This is an optimization exercise on Yosys and OpenROAD, whose aim is small area, a short achievable clock period and few clock cycles per item, not a production implementation.
Function was checked by simulation only, so behaviour that the tests miss may differ from the original.
Power figures rest on the tool's default switching activity, not on a simulated workload.

== harbor ==
## axi_block_bridge
module axi_block_bridge #(
  parameter int ADDR_WIDTH     = 64,
  parameter int AXI_DATA_WIDTH = 64,
  parameter int BLOCK_WIDTH    = 512
) (
  input  logic                        clk,
  input  logic                        arstn,
  input  logic                        i_start_read,
  input  logic                        i_start_write,
  input  logic [ADDR_WIDTH-1:0]       i_addr,
  input  logic [BLOCK_WIDTH-1:0]      i_data_block,
  output logic [BLOCK_WIDTH-1:0]      o_data_block,
  output logic                        o_read_last,
  output logic                        o_b_resp,
  output logic                        o_bus_error,
  output logic [ADDR_WIDTH-1:0]       m_araddr,
  output logic [7:0]                  m_arlen,
  output logic [2:0]                  m_arsize,
  output logic [1:0]                  m_arburst,
  output logic                        m_arvalid,
  input  logic                        m_arready,
  input  logic [AXI_DATA_WIDTH-1:0]   m_rdata,
  input  logic [1:0]                  m_rresp,
  input  logic                        m_rlast,
  input  logic                        m_rvalid,
  output logic                        m_rready,
  output logic [ADDR_WIDTH-1:0]       m_awaddr,
  output logic [7:0]                  m_awlen,
  output logic [2:0]                  m_awsize,
  output logic [1:0]                  m_awburst,
  output logic                        m_awvalid,
  input  logic                        m_awready,
  output logic [AXI_DATA_WIDTH-1:0]   m_wdata,
  output logic [AXI_DATA_WIDTH/8-1:0] m_wstrb,
  output logic                        m_wlast,
  output logic                        m_wvalid,
  input  logic                        m_wready,
  input  logic [1:0]                  m_bresp,
  input  logic                        m_bvalid,
  output logic                        m_bready
);
Size: ~1100 flip-flops, ~1400 I/O pins.
==> module axi_block_bridge, before the edit <==
module axi_block_bridge #(
  parameter int ADDR_WIDTH     = 64,
  parameter int AXI_DATA_WIDTH = 64,
  parameter int BLOCK_WIDTH    = 512
) (
  input  logic                        clk,
  input  logic                        arstn,
  input  logic                        i_start_read,
  input  logic                        i_start_write,
  input  logic [ADDR_WIDTH-1:0]       i_addr,
  input  logic [BLOCK_WIDTH-1:0]      i_data_block,
  output logic [BLOCK_WIDTH-1:0]      o_data_block,
  output logic                        o_read_last,
  output logic                        o_b_resp,
  output logic                        o_bus_error,
  output logic [ADDR_WIDTH-1:0]       m_araddr,
  output logic [7:0]                  m_arlen,
  output logic [2:0]                  m_arsize,
  output logic [1:0]                  m_arburst,
  output logic                        m_arvalid,
  input  logic                        m_arready,
  input  logic [AXI_DATA_WIDTH-1:0]   m_rdata,
  input  logic [1:0]                  m_rresp,
  input  logic                        m_rlast,
  input  logic                        m_rvalid,
  output logic                        m_rready,
  output logic [ADDR_WIDTH-1:0]       m_awaddr,
  output logic [7:0]                  m_awlen,
  output logic [2:0]                  m_awsize,
  output logic [1:0]                  m_awburst,
  output logic                        m_awvalid,
  input  logic                        m_awready,
  output logic [AXI_DATA_WIDTH-1:0]   m_wdata,
  output logic [AXI_DATA_WIDTH/8-1:0] m_wstrb,
  output logic                        m_wlast,
  output logic                        m_wvalid,
  input  logic                        m_wready,
  input  logic [1:0]                  m_bresp,
  input  logic                        m_bvalid,
  output logic                        m_bready
);
  localparam int BEATS = BLOCK_WIDTH / AXI_DATA_WIDTH;
  localparam int OFF_W = $clog2(BLOCK_WIDTH / 8);
  localparam logic [7:0] AX_LEN  = 8'(BEATS - 1);
  localparam logic [2:0] AX_SIZE = 3'($clog2(AXI_DATA_WIDTH / 8));
  logic                                 idle_q;
  logic                                 arvalid_q, rready_q, rdone_q;
  logic                                 awvalid_q, wvalid_q, bready_q;
  logic [BEATS-1:0]                     rptr_q, wptr_q;
  logic [ADDR_WIDTH-1:OFF_W]            addr_q;
  logic [AXI_DATA_WIDTH-1:0]            wcur_q, wnext;
  logic [BEATS-1:1][AXI_DATA_WIDTH-1:0] wbuf_q;
  logic [BEATS-1:0][AXI_DATA_WIDTH-1:0] rblk_q;
  logic                                 acc_w, acc_r, r_hs, b_hs, r_end, w_end;
  logic                                 awvalid_d, wvalid_d;
  assign acc_w = idle_q && i_start_write;
  assign acc_r = idle_q && !i_start_write && i_start_read;
  assign r_hs  = m_rvalid && rready_q;
  assign b_hs  = m_bvalid && bready_q;
  assign r_end = m_rvalid && rptr_q[BEATS-1];
  assign w_end = m_wready && wptr_q[BEATS-1];
  assign awvalid_d = acc_w || (awvalid_q && !m_awready);
  assign wvalid_d  = acc_w || (wvalid_q && !w_end);
  always_ff @(posedge clk or negedge arstn) begin
    if (!arstn) begin
      idle_q    <= 1'b1;
      arvalid_q <= 1'b0;
      rready_q  <= 1'b0;
      rdone_q   <= 1'b0;
      awvalid_q <= 1'b0;
      wvalid_q  <= 1'b0;
      bready_q  <= 1'b0;
      rptr_q    <= '0;
      wptr_q    <= '0;
    end else begin
      idle_q    <= idle_q ? !(i_start_write || i_start_read) : (rdone_q || b_hs);
      arvalid_q <= acc_r || (arvalid_q && !m_arready);
      rready_q  <= (arvalid_q && m_arready) || (rready_q && !r_end);
      rdone_q   <= r_end;
      awvalid_q <= awvalid_d;
      wvalid_q  <= wvalid_d;
      bready_q  <= (bready_q && !m_bvalid) ||
                   (!awvalid_d && !wvalid_d && (awvalid_q || wvalid_q));
      if (acc_r)     rptr_q <= BEATS'(1);
      else if (r_hs) rptr_q <= rptr_q << 1;
      if (acc_w)         wptr_q <= BEATS'(1);
      else if (m_wready) wptr_q <= wptr_q << 1;
    end
  end
  always_comb begin
    wnext = '0;
    for (int k = 1; k < BEATS; k++)
      wnext = wnext | ({AXI_DATA_WIDTH{wptr_q[k-1]}} & wbuf_q[k]);
  end
  always_ff @(posedge clk) begin
    if (idle_q) begin
      addr_q <= i_addr[ADDR_WIDTH-1:OFF_W];
      wbuf_q <= i_data_block[BLOCK_WIDTH-1:AXI_DATA_WIDTH];
      wcur_q <= i_data_block[AXI_DATA_WIDTH-1:0];
    end else if (m_wready) begin
      wcur_q <= wnext;
    end
  end
  always_ff @(posedge clk or negedge arstn) begin
    if (!arstn) rblk_q <= '0;
    else begin
      for (int k = 0; k < BEATS; k++)
        if (rptr_q[k]) rblk_q[k] <= m_rdata;
    end
  end
  assign o_data_block = rblk_q;
  assign o_read_last  = rdone_q;
  assign o_b_resp     = b_hs;
  assign m_arvalid = arvalid_q;
  assign m_rready  = rready_q;
  assign m_awvalid = awvalid_q;
  assign m_wvalid  = wvalid_q;
  assign m_bready  = bready_q;
  assign m_wdata   = wcur_q;
  assign m_wlast   = wptr_q[BEATS-1];
  assign m_wstrb   = '1;
  assign m_araddr  = {addr_q, {OFF_W{1'b0}}};
  assign m_arlen   = AX_LEN;
  assign m_arsize  = AX_SIZE;
  assign m_arburst = 2'b01;
  assign m_awaddr  = {addr_q, {OFF_W{1'b0}}};
  assign m_awlen   = AX_LEN;
  assign m_awsize  = AX_SIZE;
  assign m_awburst = 2'b01;
  logic err_q;
  always_ff @(posedge clk or negedge arstn) begin
    if (!arstn) err_q <= 1'b0;
    else if ((r_hs && m_rresp != 2'b00) || (b_hs && m_bresp != 2'b00)) err_q <= 1'b1;
  end
  assign o_bus_error = err_q;
  logic unused_in;
  assign unused_in = &{1'b0, m_rlast, i_addr[OFF_W-1:0]};
endmodule
==> flow/config.mk <==
export PLATFORM = sky130hd
export DESIGN_NAME = axi_block_bridge
export DESIGN_NICKNAME = axi_block_bridge
export VERILOG_FILES = /design/flow/design.v
export SDC_FILE = /design/flow/constraint.sdc
export NUM_CORES = 4
export LEC_CHECK = 0
export CAP_MARGIN = 20
export CORE_AREA = 3 3 307 307
export CTS_CLUSTER_DIAMETER = 70
export CTS_CLUSTER_SIZE = 25
export DIE_AREA = 0 0 310 310
export SETUP_SLACK_MARGIN = 2.7
export SLEW_MARGIN = 20
==> flow/constraint.sdc <==
create_clock -name core_clock -period 5.0 [get_ports {clk}]
set_input_delay 1.0000 -clock core_clock [delete_from_list [all_inputs] [get_ports {clk}]]
set_output_delay 1.0000 -clock core_clock [all_outputs]
set_load 0.01 [all_outputs]
standard.sh (not shown) runs the stock make flow with config.mk's settings and CLKGATE_MAP_FILE= SYNTH_SCRIPT=/design/flow/synth_recipe.tcl, a recipe that flattens the netlist after the stock synthesis.
==> flow/flow/run.sh <==
#!/bin/bash
# The standard ORFS layout, with plain buffers on the ports instead of the delay cells
# buffer_ports picks by default, and the top and bottom pins on met2 and met4, so the die
# can be small. Every ORFS step keeps its own log under orfs/logs/; make's output goes to
# make.log.
set -euo pipefail
bash standard.sh \
  BUFFER_PORTS_ARGS="-buffer_cell sky130_fd_sc_hd__buf_1" \
  IO_PLACER_V="met2 met4" \
  finish > make.log 2>&1
Having completed the whole flow, harbor delivered a layout that passed the timing, DRC and antenna checks.
Testbench counts of harbor, summed over its fixed seeds: cycles 45,951, items 3,200.
> inputs changed (harbor -> fjord)
diff --git a/flow/design.v b/flow/design.v
--- a/flow/design.v
+++ b/flow/design.v
@@ -40,44 +40,49 @@
   output logic                        m_bready
 );
   localparam int BEATS = BLOCK_WIDTH / AXI_DATA_WIDTH;
   localparam int OFF_W = $clog2(BLOCK_WIDTH / 8);
   localparam logic [7:0] AX_LEN  = 8'(BEATS - 1);
   localparam logic [2:0] AX_SIZE = 3'($clog2(AXI_DATA_WIDTH / 8));
-  logic                                 idle_q;
+  logic                                 busy_q, wbusy_q, apend_q;
   logic                                 arvalid_q, rready_q, rdone_q;
   logic                                 awvalid_q, wvalid_q, bready_q;
   logic [BEATS-1:0]                     rptr_q, wptr_q;
   logic [ADDR_WIDTH-1:OFF_W]            addr_q;
   logic [AXI_DATA_WIDTH-1:0]            wcur_q, wnext;
   logic [BEATS-1:1][AXI_DATA_WIDTH-1:0] wbuf_q;
   logic [BEATS-1:0][AXI_DATA_WIDTH-1:0] rblk_q;
   logic                                 acc_w, acc_r, r_hs, b_hs, r_end, w_end;
-  logic                                 awvalid_d, wvalid_d;
-  assign acc_w = idle_q && i_start_write;
-  assign acc_r = idle_q && !i_start_write && i_start_read;
+  logic                                 arvalid_d, awvalid_d, wvalid_d;
+  assign acc_w = !busy_q && i_start_write;
+  assign acc_r = !busy_q && !i_start_write && i_start_read;
   assign r_hs  = m_rvalid && rready_q;
   assign b_hs  = m_bvalid && bready_q;
   assign r_end = m_rvalid && rptr_q[BEATS-1];
   assign w_end = m_wready && wptr_q[BEATS-1];
+  assign arvalid_d = acc_r || (arvalid_q && !m_arready);
   assign awvalid_d = acc_w || (awvalid_q && !m_awready);
   assign wvalid_d  = acc_w || (wvalid_q && !w_end);
   always_ff @(posedge clk or negedge arstn) begin
     if (!arstn) begin
-      idle_q    <= 1'b1;
+      busy_q    <= 1'b0;
+      wbusy_q   <= 1'b0;
+      apend_q   <= 1'b0;
       arvalid_q <= 1'b0;
       rready_q  <= 1'b0;
       rdone_q   <= 1'b0;
       awvalid_q <= 1'b0;
       wvalid_q  <= 1'b0;
       bready_q  <= 1'b0;
       rptr_q    <= '0;
       wptr_q    <= '0;
     end else begin
-      idle_q    <= idle_q ? !(i_start_write || i_start_read) : (rdone_q || b_hs);
-      arvalid_q <= acc_r || (arvalid_q && !m_arready);
+      busy_q    <= busy_q ? !(rdone_q || b_hs) : (i_start_write || i_start_read);
+      wbusy_q   <= acc_w || (wbusy_q && !b_hs);
+      apend_q   <= arvalid_d || awvalid_d;
+      arvalid_q <= arvalid_d;
       rready_q  <= (arvalid_q && m_arready) || (rready_q && !r_end);
       rdone_q   <= r_end;
       awvalid_q <= awvalid_d;
       wvalid_q  <= wvalid_d;
       bready_q  <= (bready_q && !m_bvalid) ||
                    (!awvalid_d && !wvalid_d && (awvalid_q || wvalid_q));
@@ -90,18 +95,22 @@
   always_comb begin
     wnext = '0;
     for (int k = 1; k < BEATS; k++)
       wnext = wnext | ({AXI_DATA_WIDTH{wptr_q[k-1]}} & wbuf_q[k]);
   end
   always_ff @(posedge clk) begin
-    if (idle_q) begin
-      addr_q <= i_addr[ADDR_WIDTH-1:OFF_W];
-      wbuf_q <= i_data_block[BLOCK_WIDTH-1:AXI_DATA_WIDTH];
-      wcur_q <= i_data_block[AXI_DATA_WIDTH-1:0];
-    end else if (m_wready) begin
-      wcur_q <= wnext;
+    if (!wbusy_q) wbuf_q <= i_data_block[BLOCK_WIDTH-1:AXI_DATA_WIDTH];
+  end
+  always_ff @(posedge clk or negedge arstn) begin
+    if (!arstn) begin
+      addr_q <= '0;
+      wcur_q <= '0;
+    end else begin
+      if (!apend_q)      addr_q <= i_addr[ADDR_WIDTH-1:OFF_W];
+      if (!wbusy_q)      wcur_q <= i_data_block[AXI_DATA_WIDTH-1:0];
+      else if (m_wready) wcur_q <= wnext;
     end
   end
   always_ff @(posedge clk or negedge arstn) begin
     if (!arstn) rblk_q <= '0;
     else begin
       for (int k = 0; k < BEATS; k++)
Results
- Going from harbor to fjord, post-cts gate resize count now smaller; number of iterations in the first detailed-routing pass shrank by 2; fraction of registers with async set or reset after synthesis now larger; clock power lower; total CTS buffers now sits lower.
- Compared with harbor, fjord shows via count higher by about 3%.
- Max freq harbor -> fjord: improved
- Delta (fjord minus harbor): initial DRC count moved down; transition time at the pin with the least slew margin moved up; power moved up.
Testbench counts of fjord, summed over its fixed seeds: cycles 45,951, items 3,200.

[port drivers added, routing unchanged]
How much do the figures lean on ideal ports? The routed layouts below were timed once more, with nothing changed but the port constraints. Step 1 sets driving cells, clkbuf_16 on the clock port and buf_2 on the other inputs (assumed; they add their load-dependent delay and slew). Step 2 times the ports against the registers' clock, not the clock port: input delays grow and output delays shrink by t, the midpoint of the rising clock arrivals with the driver on. a / b / c = no drivers / after step 1 / after step 2; a / b = the first two.
run	t, ns	setup WS [ns]	clock arrival spread, ns
harbor	0.747	2.518 / 2.447 / 2.077	0.042 / 0.042
fjord	0.720	2.605 / 2.475 / 2.310	0.056 / 0.057
After both steps every run listed still meets setup and hold. The setup slack of harbor, which loses most, moves by -0.071 ns with the drivers and by -0.441 ns with both steps.
